Context: an optimization exercise on an open-source flow, tuned for small area, a short achievable clock period and few clock cycles per item. The choices shown serve that exercise and are no tape-out recipe.
Only simulation tests tie the RTL to the original design; equivalence was not proved.

==> trial 30 <==
==> flow/design.v (excerpt) <==
module epoch_seconds_to_date (
    input  logic        i_clk,
    input  logic        i_rst_n,
    input  logic        start,
    output logic        busy,
    input  logic [31:0] i_epoch_seconds,
    output logic        o_done,
    output logic [11:0] o_year,
    output logic [3:0]  o_month,
    output logic [4:0]  o_day,
    output logic [4:0]  o_hour,
    output logic [5:0]  o_minute,
    output logic [5:0]  o_second
);
make LEC_CHECK=0 CAP_MARGIN=20 CORE_MARGIN=2 CORE_UTILIZATION=40 SLEW_MARGIN=20 SYNTH_HIERARCHICAL=1 finish   # period 20.0 ns
run.sh (not shown) runs the stock make flow with config.mk's settings and CLKGATE_MAP_FILE= SYNTH_SCRIPT=/design/flow/synth_recipe.tcl, a recipe that flattens the netlist after the stock synthesis.
==> inputs of trial 45, as changes to trial 30 <==
==> flow/flow/run.sh (new file) <==
#!/bin/bash
# Standard layout, with the ports buffered by buf_2 cells and timing repair
# aiming for a larger setup slack.
set -e
cp standard.sh standard.sh.log
export BUFFER_PORTS_ARGS="-buffer_cell sky130_fd_sc_hd__buf_2"
export SETUP_SLACK_MARGIN=10.0
bash standard.sh > standard_run.log 2>&1
==> flow/standard.sh (new file) <==
#!/bin/bash
# synth_recipe.tcl (not shown) runs the flow's synth.tcl, then flattens the netlist and writes it again
# the make line also repeats each setting of config.mk as NAME=value (left out here)
make -C /OpenROAD-flow-scripts/flow DESIGN_CONFIG=/design/flow/config.mk WORK_HOME=/design/flow/orfs CLKGATE_MAP_FILE= SYNTH_SCRIPT=/design/flow/synth_recipe.tcl "${@:-finish}"
removed: flow/run.sh
==> summary of the runs <==
Between trial 30 and trial 45, the lower design area is in trial 30 (gap about 1.6%, measured against trial 45). In flip-flop and latch count, trial 30 and trial 45 do not differ. Count of clock-buffer cells in the layout is the same in trial 30 and trial 45. Against trial 30, the global-route usage of trial 45 is higher by 0.069 points.
Testbench counts of trial 30, summed over its fixed seeds: cycles 3,208, items 3,200.
Testbench counts of trial 45, summed over its fixed seeds: cycles 3,208, items 3,200.

* * *

==> run a: inputs <==
epoch_seconds_to_date, a different RTL version from the one above (not shown whole).
export LEC_CHECK = 0
export CAP_MARGIN = 20
export CORE_MARGIN = 2
export CORE_UTILIZATION = 40
export SLEW_MARGIN = 20
export SYNTH_HIERARCHICAL = 1
create_clock -name core_clock -period 20.0 [get_ports {i_clk}]
standard.sh (not shown) runs the stock make flow with config.mk's settings and CLKGATE_MAP_FILE= SYNTH_SCRIPT=/design/flow/synth_recipe.tcl, a recipe that flattens the netlist after the stock synthesis.
==> flow/flow/run.sh <==
#!/bin/bash
# Standard layout (bash standard.sh, its synthesis unchanged), with the ports
# buffered by buf_2 cells and timing repair aiming for a larger setup slack.
set -e
cp standard.sh standard.sh.log
export BUFFER_PORTS_ARGS="-buffer_cell sky130_fd_sc_hd__buf_2"
export SETUP_SLACK_MARGIN=9.3
bash standard.sh > standard_run.log 2>&1
==> run b (differences from run a) <==
--- a/flow/design.v
+++ b/flow/design.v
@@ -546,43 +546,44 @@
         r_s7   <= i_epoch_seconds[6:0];
     end
     logic        negr;
     logic        negy;
     logic        lz;
     logic        wrap;
     logic [8:0]  doyb;
     logic [8:0]  base;
+    logic [8:0]  doy;         
     logic [3:0]  mp;          
     logic [8:0]  mstart;
     logic        jf;          
     logic [11:0] year_m1, year_0, year_p1;
     assign negr = r_rem0[10];
     assign negy = r_doy0[9];
     assign lz   = r_yq[1:0] == 2'd0;
-    assign doyb = lz ? r_doy0[8:0] + 9'd366 : r_doy0[8:0] + 9'd365;
+    assign doyb = r_doy0[8:0] + 9'd365 + 9'(lz);
     assign base = negy ? doyb : r_doy0[8:0];
     assign wrap = negr && (base == 9'd0);
+    assign doy  = wrap ? 9'd364 + 9'(lz) : base - 9'(negr);
     assign year_m1 = 12'd1967 + 12'(r_yq);
     assign year_0  = 12'd1968 + 12'(r_yq);
     assign year_p1 = 12'd1969 + 12'(r_yq);
     always_comb begin
         mp = 4'd0;
-        if (negr ? base >= 9'd32 : base >= 9'd31) mp = 4'd1;
-        if (negr ? base >= 9'd62 : base >= 9'd61) mp = 4'd2;
-        if (negr ? base >= 9'd93 : base >= 9'd92) mp = 4'd3;
-        if (negr ? base >= 9'd123 : base >= 9'd122) mp = 4'd4;
-        if (negr ? base >= 9'd154 : base >= 9'd153) mp = 4'd5;
-        if (negr ? base >= 9'd185 : base >= 9'd184) mp = 4'd6;
-        if (negr ? base >= 9'd215 : base >= 9'd214) mp = 4'd7;
-        if (negr ? base >= 9'd246 : base >= 9'd245) mp = 4'd8;
-        if (negr ? base >= 9'd276 : base >= 9'd275) mp = 4'd9;
-        if (negr ? base >= 9'd307 : base >= 9'd306) mp = 4'd10;
-        if (negr ? base >= 9'd338 : base >= 9'd337) mp = 4'd11;
-        if (wrap) mp = 4'd11;
+        if (doy >= 9'd31)  mp = 4'd1;
+        if (doy >= 9'd61)  mp = 4'd2;
+        if (doy >= 9'd92)  mp = 4'd3;
+        if (doy >= 9'd122) mp = 4'd4;
+        if (doy >= 9'd153) mp = 4'd5;
+        if (doy >= 9'd184) mp = 4'd6;
+        if (doy >= 9'd214) mp = 4'd7;
+        if (doy >= 9'd245) mp = 4'd8;
+        if (doy >= 9'd275) mp = 4'd9;
+        if (doy >= 9'd306) mp = 4'd10;
+        if (doy >= 9'd337) mp = 4'd11;
         case (mp)
             4'd0:    mstart = 9'd0;
             4'd1:    mstart = 9'd31;
             4'd2:    mstart = 9'd61;
             4'd3:    mstart = 9'd92;
             4'd4:    mstart = 9'd122;
             4'd5:    mstart = 9'd153;
             4'd6:    mstart = 9'd184;
@@ -835,20 +836,20 @@
     assign w141 = w116 ^ w115;
     assign w142 = w116 | w115;
     assign mt0_a = {~w141, ~w139, w137, ~w134, ~w132, ~w130, ~w128, w126, w124, w122, ~w120, w118};
     assign mt0_b = {w140, w138, w135, w133, w131, w129, w127, w125, w123, w121, w119, x[2]};
     assign mt0_s = mt0_a + mt0_b;
     assign mt0 = mt0_s[11:6];
     assign busy     = 1'b0;
     assign o_done   = r_vld;
-    assign jf       = mp >= 4'd10;
+    assign jf       = doy >= 9'd306;
     assign o_year   = (jf == (negy || wrap)) ? year_0 : (jf ? year_p1 : year_m1);
     assign o_month  = jf ? mp - 4'd9 : mp + 4'd3;
-    assign o_day    = wrap ? 5'd28 + 5'(lz) : 5'(base) - 5'(mstart) + 5'(!negr);
+    assign o_day    = 5'(doy) - 5'(mstart) + 5'd1;
     assign o_hour   = h0 + (negr ? 5'd24 : 5'd0);
     assign o_minute = mt0 + {h0[3:0], 2'b00};
     assign o_second = {x[3:0] + mt0[3:0], r_s7[1:0]};
 endmodule
 module esd_fa (
     input  logic a,
     input  logic b,
     input  logic c,
==> flow/flow/run.sh (replaced) <==
#!/bin/bash
# Standard layout (bash standard.sh, its synthesis unchanged), with the ports
# buffered by buf_2 cells and timing repair aiming for a larger setup slack.
set -e
cp standard.sh standard.sh.log
export BUFFER_PORTS_ARGS="-buffer_cell sky130_fd_sc_hd__buf_2"
export SETUP_SLACK_MARGIN=10.0
bash standard.sh > standard_run.log 2>&1
==> run c (differences from run a) <==
--- a/flow/design.v
+++ b/flow/design.v
@@ -546,43 +546,44 @@
         r_s7   <= i_epoch_seconds[6:0];
     end
     logic        negr;
     logic        negy;
     logic        lz;
     logic        wrap;
     logic [8:0]  doyb;
     logic [8:0]  base;
+    logic [8:0]  doy;         
     logic [3:0]  mp;          
     logic [8:0]  mstart;
     logic        jf;          
     logic [11:0] year_m1, year_0, year_p1;
     assign negr = r_rem0[10];
     assign negy = r_doy0[9];
     assign lz   = r_yq[1:0] == 2'd0;
-    assign doyb = lz ? r_doy0[8:0] + 9'd366 : r_doy0[8:0] + 9'd365;
+    assign doyb = r_doy0[8:0] + 9'd365 + 9'(lz);
     assign base = negy ? doyb : r_doy0[8:0];
     assign wrap = negr && (base == 9'd0);
+    assign doy  = wrap ? 9'd364 + 9'(lz) : base - 9'(negr);
     assign year_m1 = 12'd1967 + 12'(r_yq);
     assign year_0  = 12'd1968 + 12'(r_yq);
     assign year_p1 = 12'd1969 + 12'(r_yq);
     always_comb begin
         mp = 4'd0;
-        if (negr ? base >= 9'd32 : base >= 9'd31) mp = 4'd1;
-        if (negr ? base >= 9'd62 : base >= 9'd61) mp = 4'd2;
-        if (negr ? base >= 9'd93 : base >= 9'd92) mp = 4'd3;
-        if (negr ? base >= 9'd123 : base >= 9'd122) mp = 4'd4;
-        if (negr ? base >= 9'd154 : base >= 9'd153) mp = 4'd5;
-        if (negr ? base >= 9'd185 : base >= 9'd184) mp = 4'd6;
-        if (negr ? base >= 9'd215 : base >= 9'd214) mp = 4'd7;
-        if (negr ? base >= 9'd246 : base >= 9'd245) mp = 4'd8;
-        if (negr ? base >= 9'd276 : base >= 9'd275) mp = 4'd9;
-        if (negr ? base >= 9'd307 : base >= 9'd306) mp = 4'd10;
-        if (negr ? base >= 9'd338 : base >= 9'd337) mp = 4'd11;
-        if (wrap) mp = 4'd11;
+        if (doy >= 9'd31)  mp = 4'd1;
+        if (doy >= 9'd61)  mp = 4'd2;
+        if (doy >= 9'd92)  mp = 4'd3;
+        if (doy >= 9'd122) mp = 4'd4;
+        if (doy >= 9'd153) mp = 4'd5;
+        if (doy >= 9'd184) mp = 4'd6;
+        if (doy >= 9'd214) mp = 4'd7;
+        if (doy >= 9'd245) mp = 4'd8;
+        if (doy >= 9'd275) mp = 4'd9;
+        if (doy >= 9'd306) mp = 4'd10;
+        if (doy >= 9'd337) mp = 4'd11;
         case (mp)
             4'd0:    mstart = 9'd0;
             4'd1:    mstart = 9'd31;
             4'd2:    mstart = 9'd61;
             4'd3:    mstart = 9'd92;
             4'd4:    mstart = 9'd122;
             4'd5:    mstart = 9'd153;
             4'd6:    mstart = 9'd184;
@@ -835,20 +836,20 @@
     assign w141 = w116 ^ w115;
     assign w142 = w116 | w115;
     assign mt0_a = {~w141, ~w139, w137, ~w134, ~w132, ~w130, ~w128, w126, w124, w122, ~w120, w118};
     assign mt0_b = {w140, w138, w135, w133, w131, w129, w127, w125, w123, w121, w119, x[2]};
     assign mt0_s = mt0_a + mt0_b;
     assign mt0 = mt0_s[11:6];
     assign busy     = 1'b0;
     assign o_done   = r_vld;
-    assign jf       = mp >= 4'd10;
+    assign jf       = doy >= 9'd306;
     assign o_year   = (jf == (negy || wrap)) ? year_0 : (jf ? year_p1 : year_m1);
     assign o_month  = jf ? mp - 4'd9 : mp + 4'd3;
-    assign o_day    = wrap ? 5'd28 + 5'(lz) : 5'(base) - 5'(mstart) + 5'(!negr);
+    assign o_day    = 5'(doy) - 5'(mstart) + 5'd1;
     assign o_hour   = h0 + (negr ? 5'd24 : 5'd0);
     assign o_minute = mt0 + {h0[3:0], 2'b00};
     assign o_second = {x[3:0] + mt0[3:0], r_s7[1:0]};
 endmodule
 module esd_fa (
     input  logic a,
     input  logic b,
     input  logic c,
==> flow/flow/run.sh (replaced) <==
#!/bin/bash
# Standard layout (bash standard.sh, its synthesis unchanged), with the ports
# buffered by buf_2 cells and timing repair aiming for a larger setup slack.
set -e
cp standard.sh standard.sh.log
export BUFFER_PORTS_ARGS="-buffer_cell sky130_fd_sc_hd__buf_2"
export SETUP_SLACK_MARGIN=10.7
bash standard.sh > standard_run.log 2>&1
==> comparison <==
The lowest maximum frequency belongs to run a, the highest to run c.
Of run c and run b, run b has the higher worst hold slack (gap 2.3 ps).
Synthesized area is about the same in run b and run a.
First-iteration DRC count, highest first: run a, run c, run b.
Via count, highest first: run c, run a, run b.
Against run c, the setup slack of run a is lower by 660 ps.
Utilization: run a < run b < run c.
==> figures <==
                                                        run b               run a               run c
CLK BUF                                                     6                   5                   6
Multi-input gate area                              7410 sq um          7029 sq um          7684 sq um
Maximum fanout along the worst path                         4                  10                   6
Total Nets Final                                        1,292               1,257               1,333
Router iterations before antenna repair                     4                   5                   5
Yosys top cell area share                              28.24%              28.22%              28.24%
Final worst hold slack                                3813 ps             3809 ps             3810 ps
Hold_sp                                    i_epoch_seconds[2]  i_epoch_seconds[1]  i_epoch_seconds[3]
Register Area                                     742.0 sq um         742.0 sq um         764.5 sq um
Synth Area per Inst                               9.597 sq um         9.616 sq um         9.597 sq um
Status                       no timing/DRC/antenna violations  no timing/DRC/antenna violations  no timing/DRC/antenna violations
Quantity of gates resized following cts                    16                   0                  89
Met3 GRT Util                                          1.529%              1.162%              1.498%
Filler cell count in the final layout                   2,000               2,080               1,915
DIE WIDTH                                            149.2 um            149.3 um            149.2 um
Number of global-route vias before repair               6,249               6,250               6,626
Testbench counts of run a, summed over its fixed seeds: cycles 3,208, items 3,200.
Testbench counts of run b, summed over its fixed seeds: cycles 3,208, items 3,200.
Testbench counts of run c, summed over its fixed seeds: cycles 3,208, items 3,200.

* * *

==> build 82 <==
epoch_seconds_to_date, a different RTL version from the one above (not shown whole).
// epoch_seconds_to_date
module epoch_seconds_to_date (
    input  logic        i_clk,
    input  logic        i_rst_n,
    input  logic        start,
    output logic        busy,
    input  logic [31:0] i_epoch_seconds,
    output logic        o_done,
    output logic [11:0] o_year,
    output logic [3:0]  o_month,
    output logic [4:0]  o_day,
    output logic [4:0]  o_hour,
    output logic [5:0]  o_minute,
    output logic [5:0]  o_second
);
clock: 20.0 ns
lec_check: 0
cap_margin: 20
core_margin: 2
core_utilization: 40
cts_buf_list: sky130_fd_sc_hd__clkbuf_8
slew_margin: 20
synth_hierarchical: 1
==> flow/flow/run.sh <==
#!/bin/bash
# Standard layout (bash standard.sh, its synthesis unchanged), with the ports
# buffered by buf_2 cells and timing repair aiming for a larger setup slack.
set -e
cp standard.sh standard.sh.log
export BUFFER_PORTS_ARGS="-buffer_cell sky130_fd_sc_hd__buf_2"
export SETUP_SLACK_MARGIN=10.1
bash standard.sh > standard_run.log 2>&1
==> inputs of build 79, as changes to build 82 <==
--- a/flow/design.v
+++ b/flow/design.v
@@ -323,12 +323,13 @@
     logic a296;
     logic a297;
     logic a298;
     logic a299;
     logic a300;
     logic a301;
+    logic a302;
     logic [12:0] n_doy0_a, n_doy0_b, n_doy0_s;
     logic [9:0] n_doy0;
     esd_ha u_a1 (.a(q[19]), .b(q[16]), .s(a1), .co(a2));
     esd_ha u_a3 (.a(q[20]), .b(q[17]), .s(a3), .co(a4));
     esd_ha u_a5 (.a(q[21]), .b(q[18]), .s(a5), .co(a6));
     esd_ha u_a7 (.a(q[22]), .b(q[19]), .s(a7), .co(a8));
@@ -492,49 +493,51 @@
     assign a240 = ~n_yq[7];
     esd_fa u_a241 (.a(a214), .b(a213), .c(a240), .s(a241), .co(a242));
     assign a243 = a216 ^ a215;
     assign a244 = a216 | a215;
     assign a245 = a219 ^ a217;
     assign a246 = a219 | a217;
-    esd_ha u_a247 (.a(a94), .b(a92), .s(a247), .co(a248));
-    esd_fa u_a249 (.a(a97), .b(a95), .c(a222), .s(a249), .co(a250));
-    assign a251 = ~a226;
-    esd_fa u_a252 (.a(a100), .b(a98), .c(a251), .s(a252), .co(a253));
-    assign a254 = ~a229;
-    esd_fa u_a255 (.a(a103), .b(a101), .c(a254), .s(a255), .co(a256));
-    assign a257 = ~a232;
-    esd_fa u_a258 (.a(a106), .b(a104), .c(a257), .s(a258), .co(a259));
-    esd_fa u_a260 (.a(a108), .b(a107), .c(a235), .s(a260), .co(a261));
-    assign a262 = ~a111;
-    esd_fa u_a263 (.a(a109), .b(a236), .c(a262), .s(a263), .co(a264));
-    esd_fa u_a265 (.a(a113), .b(a112), .c(a239), .s(a265), .co(a266));
-    assign a267 = ~a115;
-    esd_fa u_a268 (.a(a114), .b(a242), .c(a267), .s(a268), .co(a269));
-    assign a270 = ~a117;
-    esd_fa u_a271 (.a(a116), .b(a244), .c(a270), .s(a271), .co(a272));
-    esd_ha u_a273 (.a(a247), .b(a221), .s(a273), .co(a274));
-    assign a275 = ~a223;
-    esd_fa u_a276 (.a(a249), .b(a248), .c(a275), .s(a276), .co(a277));
-    assign a278 = ~a224;
-    esd_fa u_a279 (.a(a252), .b(a250), .c(a278), .s(a279), .co(a280));
-    assign a281 = ~a227;
-    esd_fa u_a282 (.a(a255), .b(a253), .c(a281), .s(a282), .co(a283));
-    assign a284 = ~a230;
-    esd_fa u_a285 (.a(a258), .b(a256), .c(a284), .s(a285), .co(a286));
-    assign a287 = ~a233;
-    esd_fa u_a288 (.a(a260), .b(a259), .c(a287), .s(a288), .co(a289));
-    assign a290 = ~a238;
-    esd_fa u_a291 (.a(a263), .b(a261), .c(a290), .s(a291), .co(a292));
-    assign a293 = ~a265;
-    esd_fa u_a294 (.a(a241), .b(a264), .c(a293), .s(a294), .co(a295));
-    assign a296 = ~a268;
-    esd_fa u_a297 (.a(a243), .b(a266), .c(a296), .s(a297), .co(a298));
-    assign a299 = ~a245;
-    esd_fa u_a300 (.a(a271), .b(a269), .c(a299), .s(a300), .co(a301));
-    assign n_doy0_a = {a300, ~a297, a294, a291, a288, a285, a282, a279, a276, a273, a91, a88, a85};
-    assign n_doy0_b = {~a298, a295, a292, a289, a286, a283, a280, a277, a274, 1'b1, a89, a86, ~a9};
+    assign a247 = ~a9;
+    esd_fa u_a248 (.a(a94), .b(a92), .c(a221), .s(a248), .co(a249));
+    assign a250 = ~a223;
+    esd_fa u_a251 (.a(a97), .b(a95), .c(a250), .s(a251), .co(a252));
+    esd_fa u_a253 (.a(a222), .b(a249), .c(a251), .s(a253), .co(a254));
+    assign a255 = ~a226;
+    assign a256 = ~a224;
+    esd_fa u_a257 (.a(a100), .b(a98), .c(a255), .s(a257), .co(a258));
+    esd_fa u_a259 (.a(a256), .b(a252), .c(a257), .s(a259), .co(a260));
+    assign a261 = ~a229;
+    assign a262 = ~a227;
+    esd_fa u_a263 (.a(a103), .b(a101), .c(a261), .s(a263), .co(a264));
+    esd_fa u_a265 (.a(a262), .b(a258), .c(a263), .s(a265), .co(a266));
+    assign a267 = ~a232;
+    assign a268 = ~a230;
+    esd_fa u_a269 (.a(a106), .b(a104), .c(a267), .s(a269), .co(a270));
+    esd_fa u_a271 (.a(a268), .b(a264), .c(a269), .s(a271), .co(a272));
+    assign a273 = ~a233;
+    esd_fa u_a274 (.a(a108), .b(a107), .c(a235), .s(a274), .co(a275));
+    esd_fa u_a276 (.a(a273), .b(a270), .c(a274), .s(a276), .co(a277));
+    assign a278 = ~a111;
+    assign a279 = ~a238;
+    esd_fa u_a280 (.a(a278), .b(a109), .c(a279), .s(a280), .co(a281));
+    esd_fa u_a282 (.a(a236), .b(a275), .c(a280), .s(a282), .co(a283));
+    assign a284 = ~a113;
+    assign a285 = ~a112;
+    assign a286 = ~a239;
+    esd_fa u_a287 (.a(a284), .b(a285), .c(a241), .s(a287), .co(a288));
+    esd_fa u_a289 (.a(a286), .b(a281), .c(a287), .s(a289), .co(a290));
+    assign a291 = ~a115;
+    assign a292 = ~a243;
+    esd_fa u_a293 (.a(a291), .b(a114), .c(a292), .s(a293), .co(a294));
+    esd_fa u_a295 (.a(a242), .b(a288), .c(a293), .s(a295), .co(a296));
+    assign a297 = ~a117;
+    assign a298 = ~a245;
+    esd_fa u_a299 (.a(a297), .b(a116), .c(a298), .s(a299), .co(a300));
+    esd_fa u_a301 (.a(a244), .b(a294), .c(a299), .s(a301), .co(a302));
+    assign n_doy0_a = {a296, a290, a283, a277, a272, a266, a260, a254, a253, a248, a91, a88, a85};
+    assign n_doy0_b = {a301, a295, a289, a282, a276, a271, a265, a259, 1'b0, 1'b1, a89, a86, a247};
     assign n_doy0_s = n_doy0_a + n_doy0_b;
     assign n_doy0 = n_doy0_s[12:3];
     logic        r_vld;
     logic [10:0] r_rem0;
     logic [9:0]  r_doy0;
     logic [7:0]  r_yq;
==> flow/flow/run.sh (replaced) <==
#!/bin/bash
# Standard layout (bash standard.sh, its synthesis unchanged), with the ports
# buffered by buf_2 cells and timing repair aiming for a larger setup slack.
set -e
cp standard.sh standard.sh.log
export BUFFER_PORTS_ARGS="-buffer_cell sky130_fd_sc_hd__buf_2"
export SETUP_SLACK_MARGIN=10.2
bash standard.sh > standard_run.log 2>&1
==> summary.txt <==
- Sequential share of layout area is about the same in build 82 and build 79.
- Between build 79 and build 82, the lower final cell count is in build 79 (gap about 0.8%, measured against build 82).
- Against build 82, the cell area of build 79 is lower by about 0.8%.
- Between build 82 and build 79, the lower utilization is in build 82 (gap 0.095 points).
==> figures <==
item                                                            build 82        build 79
Highest fanout seen on the critical path                              14               7
Global placer's final weighted congestion                         0.8077          0.8241
Start point of the critical path                               r_doy0[0]      r_rem0[10]
Run status                                                finished clean  finished clean
Gate Count Post-Synth                                                804             791
Area share of the largest cell type after synthesis               33.44%          34.27%
Final critical delay including setup and external delays        9.640 ns        9.426 ns
Summed area of non-filler cells in the final layout           8969 sq um      8900 sq um
Global Route met3 Usage                                           1.656%          1.321%
Clock buffers                                                          5               6
Area post-placement                                           8690 sq um      8569 sq um
Testbench counts of build 82, summed over its fixed seeds: cycles 3,208, items 3,200.
Testbench counts of build 79, summed over its fixed seeds: cycles 3,208, items 3,200.

==> port drivers added, routing unchanged <==
No port has a modelled driver above. Below, the same layouts with a new extraction and two added sets of constraints.
Step 1 assumes that a clkbuf_16 drives the clock port and a buf_2 every other input.
Step 2 also shifts input and output timing later by t, the mid clock arrival at the registers, as if the neighbouring blocks saw the same clock.
a / b / c = ideal ports / drivers / drivers and shift; a / b = the first two.
| run | t, ns | setup slack, ns | worst setup path at the end | worst data-port slew with drivers (ns) |
|---|---|---|---|---|
| trial 30 | 0.329 | 8.375 / 8.390 / 8.061 | input to register | 0.04 |
| trial 45 | 0.322 | 9.988 / 9.983 / 9.661 | input to register | 0.06 |
| run a | 0.323 | 9.743 / 9.758 / 9.435 | input to register | 0.05 |
| run b | 0.321 | 10.213 / 10.206 / 9.885 | input to register | 0.06 |
| run c | 0.321 | 10.403 / 10.379 / 10.081 | input to register | 0.06 |
| build 82 | 0.335 | 10.360 / 10.326 / 10.153 | input to register | 0.04 |
| build 79 | 0.334 | 10.574 / 10.539 / 10.279 | input to register | 0.04 |
After both steps every run listed still meets setup and hold. For run b, which loses most, drivers alone change the setup slack by -0.007 ns; drivers and shift together by -0.328 ns.
